This design comes from an exercise in tuning for small area and few clock cycles per item on the open sky130 flow, not from production work. In this exercise RTL edits were held to simulation tests only and were not proved equivalent to the original.

Setup of v44:
Design argb_unpremultiply_pixel_top, start of the top module:
module argb_unpremultiply_pixel_top (
    input  logic       i_clk,
    input  logic       i_rst_n,
    input  logic       i_valid,
    output logic       o_stall,
    input  logic [7:0] i_alpha,
    input  logic [7:0] i_red_in,
    input  logic [7:0] i_green_in,
    input  logic [7:0] i_blue_in,
    input  logic       i_region_end_in,
    output logic       o_valid,
    input  logic       i_stall,
    output logic [7:0] o_red_out,
    output logic [7:0] o_green_out,
    output logic [7:0] o_blue_out,
    output logic       o_wrapped,
    output logic       o_region_end_out
);
Size: ~2500 cells after synthesis, about 110 flip-flops, about 0.016 mm² of cells after synthesis.
make LEC_CHECK=0 ABC_AREA=1 CAP_MARGIN=20 CORE_MARGIN=2 CORE_UTILIZATION=40 PLACE_DENSITY=0.6 SLEW_MARGIN=20 finish   # period 9.5 ns
run.sh (not shown) runs the stock make flow with config.mk's settings and CLKGATE_MAP_FILE= SYNTH_SCRIPT=/design/flow/synth_recipe.tcl, a recipe that flattens the netlist after the stock synthesis.
Testbench counts of v44, summed over its fixed seeds: cycles 12,016, items 12,000.
### v44 -> v10
# v44
export LEC_CHECK = 0
export ABC_AREA = 1
export CAP_MARGIN = 20
export CORE_MARGIN = 2
export CORE_UTILIZATION = 40
export PLACE_DENSITY = 0.6
export SLEW_MARGIN = 20
create_clock -name core_clock -period 9.5 [get_ports {i_clk}]
# v10
export LEC_CHECK = 0
export ABC_AREA = 1
export CAP_MARGIN = 20
export CORE_MARGIN = 2
export CORE_UTILIZATION = 60
export PLACE_DENSITY = 0.75
export SLEW_MARGIN = 20
create_clock -name core_clock -period 9.5 [get_ports {i_clk}]
--- outcome ---
On highest clock rate, v44 tracks v10 almost exactly.
The tap cell count of v10 is lower than that of v44.
The minimum clock period after layout of v44 and that of v10 are within noise of each other.
#### Input delta (v55 over v10)
# v10
export LEC_CHECK = 0
export ABC_AREA = 1
export CAP_MARGIN = 20
export CORE_MARGIN = 2
export CORE_UTILIZATION = 60
export PLACE_DENSITY = 0.75
export SLEW_MARGIN = 20
create_clock -name core_clock -period 9.5 [get_ports {i_clk}]
# v55
export LEC_CHECK = 0
export ABC_AREA = 1
export CAP_MARGIN = 20
export CORE_MARGIN = 2
export CORE_UTILIZATION = 50
export PLACE_DENSITY = 0.7
export SETUP_SLACK_MARGIN = -0.45
export SLEW_MARGIN = 20
create_clock -name core_clock -period 9.5 [get_ports {i_clk}]
==> flow/flow/run.sh (new file) <==
#!/bin/bash
# Own layout flow: the standard flow (standard.sh, all ORFS steps, standard synthesis)
# with one change: the port buffers that global placement inserts are
# sky130_fd_sc_hd__buf_1 cells (buffer_ports -buffer_cell) instead of ORFS's pick.
# make's full output goes to own_flow.log; ORFS keeps each step's log under orfs/logs/.
set -euo pipefail
W=$PWD
python3 - "$W" <<'PY'
import sys, re, shlex
w = sys.argv[1]
s = open(w + "/standard.sh").read()
s, n = re.subn(r"(SYNTH_SCRIPT=\S+)", lambda m: m.group(1) + " "
               + shlex.quote("BUFFER_PORTS_ARGS=-buffer_cell sky130_fd_sc_hd__buf_1"), s)
assert n == 1, "SYNTH_SCRIPT not found in standard.sh"
open(w + "/own_standard.sh", "w").write(s)
PY
bash "$W/own_standard.sh" > "$W/own_flow.log" 2>&1
==> flow/standard.sh (new file) <==
#!/bin/bash
# synth_recipe.tcl (not shown) runs the flow's synth.tcl, then flattens the netlist and writes it again
# the make line also repeats each setting of config.mk as NAME=value (left out here)
make -C /OpenROAD-flow-scripts/flow DESIGN_CONFIG=/design/flow/config.mk WORK_HOME=/design/flow/orfs CLKGATE_MAP_FILE= SYNTH_SCRIPT=/design/flow/synth_recipe.tcl "${@:-finish}"
removed: flow/run.sh
[summary]
v55 ran to completion and came out clean on the timing, design-rule and antenna checks.
On v55: fraction of area in multi-input gates is 0.56 points higher than what v10 gave.
v10 has lower final period utilization than v55.
Length in cells of the worst reg-to-reg path ended up 5 lower on v55 than on v10.
Looking at worst setup path endpoint, the o_green_out[0] result is from v55; the o_blue_out[0] one comes from v10.
Compared to v10, v55 shows a narrower setup margin.
Higher die area among v55 and v10: v55
For v27, these inputs were changed with respect to v55:
# v55
export LEC_CHECK = 0
export ABC_AREA = 1
export CAP_MARGIN = 20
export CORE_MARGIN = 2
export CORE_UTILIZATION = 50
export PLACE_DENSITY = 0.7
export SETUP_SLACK_MARGIN = -0.45
export SLEW_MARGIN = 20
create_clock -name core_clock -period 9.5 [get_ports {i_clk}]
# v27
export LEC_CHECK = 0
export CAP_MARGIN = 20
export CORE_MARGIN = 2
export CORE_UTILIZATION = 40
export PLACE_DENSITY = 0.6
export SLEW_MARGIN = 20
create_clock -name core_clock -period 9.5 [get_ports {i_clk}]
==> flow/flow/run.sh <==
#!/bin/bash
# Own layout flow: the standard flow (standard.sh, all ORFS steps) with two changes:
#  1. synthesis: ABC maps the logic with flow/abc_map.script instead of ORFS's script
#     (every other synthesis step, the flip-flop mapping included, is synth_recipe.tcl's);
#  2. the port buffers that global placement inserts are sky130_fd_sc_hd__buf_1.
# make's full output goes to own_flow.log; ORFS keeps each step's log under orfs/logs/.
set -euo pipefail
W=$PWD
F=$W/flow
{
  printf 'proc abc {args} {\n'
  printf '  set i [lsearch -exact $args -script]\n'
  printf '  if {$i >= 0} { lset args [expr {$i + 1}] %s }\n' "$F/abc_map.script"
  printf '  yosys abc {*}$args\n'
  printf '}\n'
  cat "$W/synth_recipe.tcl"
} > "$W/own_synth.tcl"
python3 - "$W" <<'PY'
import sys, re, shlex
w = sys.argv[1]
s = open(w + "/standard.sh").read()
s, n = re.subn(r"SYNTH_SCRIPT=\S+", "SYNTH_SCRIPT=" + shlex.quote(w + "/own_synth.tcl")
               + " " + shlex.quote("BUFFER_PORTS_ARGS=-buffer_cell sky130_fd_sc_hd__buf_1"), s)
assert n == 1, "SYNTH_SCRIPT not found in standard.sh"
open(w + "/own_standard.sh", "w").write(s)
PY
bash "$W/own_standard.sh" > "$W/own_flow.log" 2>&1
==> flow/flow/abc_map.script (new file) <==
strash; dch; map; topo; dnsize -c; stime -c
--- outcome ---
- v27 vs v55 — global-route wire length before repair climbed by a few percent
- v55 fits on a die that is smaller than the die of v27.
- In v27, the multi-input combinational area share came out 0.28 points below the value in v55.
- Count of cells resized by post-cts repair, v27 and v55, lower one = v55.

* * *

== lane 1 ==
Starting RTL as in the previous note.
==> flow/config.mk <==
export PLATFORM = sky130hd
export DESIGN_NAME = argb_unpremultiply_pixel_top
export DESIGN_NICKNAME = argb_unpremultiply_pixel_top
export VERILOG_FILES = /design/flow/design.v
export SDC_FILE = /design/flow/constraint.sdc
export NUM_CORES = 4
export LEC_CHECK = 0
export CAP_MARGIN = 20
export CORE_MARGIN = 2
export CORE_UTILIZATION = 60
export PLACE_DENSITY = 0.75
export SLEW_MARGIN = 20
==> flow/constraint.sdc <==
create_clock -name core_clock -period 9.5 [get_ports {i_clk}]
set_input_delay 1.9000 -clock core_clock [delete_from_list [all_inputs] [get_ports {i_clk}]]
set_output_delay 1.9000 -clock core_clock [all_outputs]
set_load 0.01 [all_outputs]
standard.sh (not shown) runs the stock make flow with config.mk's settings and CLKGATE_MAP_FILE= SYNTH_SCRIPT=/design/flow/synth_recipe.tcl, a recipe that flattens the netlist after the stock synthesis.
==> flow/flow/run.sh <==
#!/bin/bash
# Own layout flow: the standard flow (standard.sh, all ORFS steps) with two changes:
#  1. synthesis: ABC maps the logic with flow/abc_map.script instead of ORFS's script
#     (every other synthesis step, the flip-flop mapping included, is synth_recipe.tcl's);
#  2. the port buffers that global placement inserts are sky130_fd_sc_hd__buf_1.
# make's full output goes to own_flow.log; ORFS keeps each step's log under orfs/logs/.
set -euo pipefail
W=$PWD
F=$W/flow
{
  printf 'proc abc {args} {\n'
  printf '  set i [lsearch -exact $args -script]\n'
  printf '  if {$i >= 0} { lset args [expr {$i + 1}] %s }\n' "$F/abc_map.script"
  printf '  yosys abc {*}$args\n'
  printf '}\n'
  cat "$W/synth_recipe.tcl"
} > "$W/own_synth.tcl"
python3 - "$W" <<'PY'
import sys, re, shlex
w = sys.argv[1]
s = open(w + "/standard.sh").read()
s, n = re.subn(r"SYNTH_SCRIPT=\S+", "SYNTH_SCRIPT=" + shlex.quote(w + "/own_synth.tcl")
               + " " + shlex.quote("BUFFER_PORTS_ARGS=-buffer_cell sky130_fd_sc_hd__buf_1"), s)
assert n == 1, "SYNTH_SCRIPT not found in standard.sh"
open(w + "/own_standard.sh", "w").write(s)
PY
bash "$W/own_standard.sh" > "$W/own_flow.log" 2>&1
==> flow/flow/abc_map.script <==
strash; dch; map; topo; dnsize -c; stime -c
Lane 1 ran to completion and came out clean on the timing, design-rule and antenna checks.
Testbench counts of lane 1, summed over its fixed seeds: cycles 12,016, items 12,000.
Edits applied to the flow inputs when going from lane 1 to lane 2:
- an added SETUP_SLACK_MARGIN of -0.2
- a change of PLACE_DENSITY from 0.75 to 0.85
- an added ABC_AREA of 1
- a change of CORE_UTILIZATION from 60 to 70
==> flow/flow/run.sh <==
#!/bin/bash
# Own layout flow: the standard flow (standard.sh, all ORFS steps, standard synthesis)
# with one change: the port buffers that global placement inserts are
# sky130_fd_sc_hd__buf_1 cells (buffer_ports -buffer_cell) instead of ORFS's pick.
# make's full output goes to own_flow.log; ORFS keeps each step's log under orfs/logs/.
set -euo pipefail
W=$PWD
python3 - "$W" <<'PY'
import sys, re, shlex
w = sys.argv[1]
s = open(w + "/standard.sh").read()
s, n = re.subn(r"(SYNTH_SCRIPT=\S+)", lambda m: m.group(1) + " "
               + shlex.quote("BUFFER_PORTS_ARGS=-buffer_cell sky130_fd_sc_hd__buf_1"), s)
assert n == 1, "SYNTH_SCRIPT not found in standard.sh"
open(w + "/own_standard.sh", "w").write(s)
PY
bash "$W/own_standard.sh" > "$W/own_flow.log" 2>&1
removed: flow/flow/abc_map.script
==> comparison <==
- To summarise lane 2: no stage aborted, but the layout did not pass its checks, failing on setup timing.
- Taking lane 1 as the reference point, the clock-buffer cell count of lane 2 rises by 1.
- [compare] base=lane 1 new=lane 2: area of the core dropped about 10%; number of violations reported at the end of detailed-routing iteration 0 climbed 317.
- Lane 2 vs lane 1, post-synthesis share of cell area spent on and, or, nand and nor gates went up by 6.3 points.
- Going from lane 1 to lane 2, total nets after synthesis +2.2%; multi-input logic cell count -63; routed wire length on met3 +about 23%.
- When lane 2 is set beside lane 1, its synthesized cell count turns out to be about 2.3% larger.
- Lower share of cell area taken by flip-flops and latches goes to lane 1 over lane 2.
Inputs modified between lane 2 and lane 3:
- a change of CORE_UTILIZATION from 70 to 60
- a change of PLACE_DENSITY from 0.85 to 0.75
- a change of SETUP_SLACK_MARGIN from -0.2 to -0.45
==> flow/flow/run.sh <==
#!/bin/bash
# Own layout flow: the standard flow (standard.sh, all ORFS steps, standard synthesis)
# with two changes:
#  1. the port buffers that global placement inserts are sky130_fd_sc_hd__buf_1 cells
#     (buffer_ports -buffer_cell) instead of ORFS's pick;
#  2. after global route's timing repair, ORFS's power recovery step runs
#     (RECOVER_POWER, repair_timing -recover_power): it downsizes gates on paths with
#     positive slack.
# make's full output goes to own_flow.log; ORFS keeps each step's log under orfs/logs/.
set -euo pipefail
W=$PWD
RP=$(cat "$W/flow/recover_power.txt" 2>/dev/null || echo 100)
python3 - "$W" "$RP" <<'PY'
import sys, re, shlex
w, rp = sys.argv[1], sys.argv[2]
s = open(w + "/standard.sh").read()
s, n = re.subn(r"(SYNTH_SCRIPT=\S+)", lambda m: m.group(1) + " "
               + shlex.quote("BUFFER_PORTS_ARGS=-buffer_cell sky130_fd_sc_hd__buf_1")
               + " RECOVER_POWER=" + rp, s)
assert n == 1, "SYNTH_SCRIPT not found in standard.sh"
open(w + "/own_standard.sh", "w").write(s)
PY
bash "$W/own_standard.sh" > "$W/own_flow.log" 2>&1
==> flow/flow/recover_power.txt (new file) <==
100
[summary]
- [lane 3] flow finished | final checks: failed | reasons: capacitance limit, slew limit
- Looking at lane 2 and lane 3, the final setup skew is a wash.
- Lane 2 -> lane 3: total length of routed wires decreased by a few percent
- Lane 3 reports its highest metal layer with signal wires as met4 while lane 2 reports met5.
- Between lane 2 and lane 3, post-route standard cell area excluding fillers is lower for lane 3, lane 2 comes in above that.
- Going from lane 2 to lane 3, via total after detailed routing shrinks by 715.
- Comparing the two runs side by side, lane 3 comes out ahead of lane 2 on worst hold slack.
- Per the comparison of lane 3 with lane 2, final RePlAce weighted congestion went down 5.7%; cell area after synthesis held steady.
The following lists how lane 4 was set up differently from lane 3:
- clearing ABC_AREA, which used to be 1
- clearing SETUP_SLACK_MARGIN, which used to be -0.45
==> flow/flow/run.sh <==
#!/bin/bash
# Own layout flow: the standard flow (standard.sh, all ORFS steps) with two changes:
#  1. synthesis: ABC maps the logic with flow/abc_map.script instead of ORFS's script
#     (every other synthesis step, the flip-flop mapping included, is synth_recipe.tcl's);
#  2. the port buffers that global placement inserts are sky130_fd_sc_hd__buf_1.
# make's full output goes to own_flow.log; ORFS keeps each step's log under orfs/logs/.
set -euo pipefail
W=$PWD
F=$W/flow
{
  printf 'proc abc {args} {\n'
  printf '  set i [lsearch -exact $args -script]\n'
  printf '  if {$i >= 0} { lset args [expr {$i + 1}] %s }\n' "$F/abc_map.script"
  printf '  yosys abc {*}$args\n'
  printf '}\n'
  cat "$W/synth_recipe.tcl"
} > "$W/own_synth.tcl"
python3 - "$W" <<'PY'
import sys, re, shlex
w = sys.argv[1]
s = open(w + "/standard.sh").read()
s, n = re.subn(r"SYNTH_SCRIPT=\S+", "SYNTH_SCRIPT=" + shlex.quote(w + "/own_synth.tcl")
               + " " + shlex.quote("BUFFER_PORTS_ARGS=-buffer_cell sky130_fd_sc_hd__buf_1"), s)
assert n == 1, "SYNTH_SCRIPT not found in standard.sh"
open(w + "/own_standard.sh", "w").write(s)
PY
bash "$W/own_standard.sh" > "$W/own_flow.log" 2>&1
==> flow/flow/abc_map.script (new file) <==
strash
dch
map -D 5000
topo
buffer -c
topo
dnsize -c -D 5000
stime -c
removed: flow/flow/recover_power.txt
Re effective utilization at floorplan: lane 4 is 1.1 points up on lane 3.
The number of global-route vias before repair of lane 4 exceeds that of lane 3 by 5.6%.
Lane 4 finished every stage and its layout cleared the timing, design-rule and antenna checks.
[lane 4] post-synth design cell area fell 3.5% relative to lane 3
Looking at total via count in the routed design across lane 4 and lane 3, the one that comes out lower is lane 3.
Relative to lane 3, the final design utilization of lane 4 is higher by 9.8 points.
On total global-route track usage: between lane 4 and lane 3, it ends up lower for lane 3.
Measured against each other, lane 4 and lane 3 differ in detail-routed via count per cell, the higher figure coming from lane 4.
Lane 4 ended up with a higher worst setup slack than lane 3 did.
What lane 5 does differently from lane 4 at the input level:
==> flow/flow/abc_map.script <==
strash
dch
map -D 6000
topo
buffer -c
topo
dnsize -c -D 6000
stime -c
## What came out
- Seen in the log of lane 5: GRT-0183 during 5_1_grt, after which the run never completed.
- Going from lane 4 to lane 5, area after synthesis went down; fraction of the yosys area taken by sequential cells went up by 0.95 points.
- Against lane 4, number of instances in the synthesized netlist in lane 5 fell by a few percent.
- Lane 5 vs lane 4 — routability-driven placement congestion ratio dropped 0.034.
- Of lane 5 and lane 4, the lower distinct cell type count after synthesis belongs to lane 5.
- Relative to lane 4, the horizontal die dimension of lane 5 is lower by 3.5 um.

port drivers added, routing unchanged:
In the flow no input, the clock included, has a driving cell. The finished layouts below were timed again as built, in two steps. Step 1 sets driving cells, clkbuf_16 on the clock port and buf_2 on the other inputs (assumed; they add their load-dependent delay and slew). Step 2 also shifts input and output timing later by t, the mid clock arrival at the registers, as if the neighbouring blocks saw the same clock. Three values: ideal, step 1, step 2; two values: the first two.
run	shift t [ns]	setup WS [ns]	worst hold slack (ns)
v44	0.423	0.338 / 0.288 / 0.379	0.422 / 0.422 / 0.422
v10	0.409	0.337 / 0.283 / 0.237	0.426 / 0.426 / 0.426
v55	0.424	0.211 / 0.160 / 0.238	0.431 / 0.431 / 0.431
v27	0.409	0.599 / 0.554 / 0.452	0.446 / 0.446 / 0.446
lane 1	0.409	0.492 / 0.445 / 0.344	0.427 / 0.427 / 0.427
lane 2	0.412	-0.082 / -0.134 / 0.279	0.425 / 0.425 / 0.425
lane 3	0.420	0.255 / 0.206 / 0.336	0.429 / 0.429 / 0.429
lane 4	0.422	0.393 / 0.341 / 0.348	0.424 / 0.424 / 0.424
The setup slack of lane 1, which loses most, moves by -0.047 ns with the drivers and by -0.148 ns with both steps.
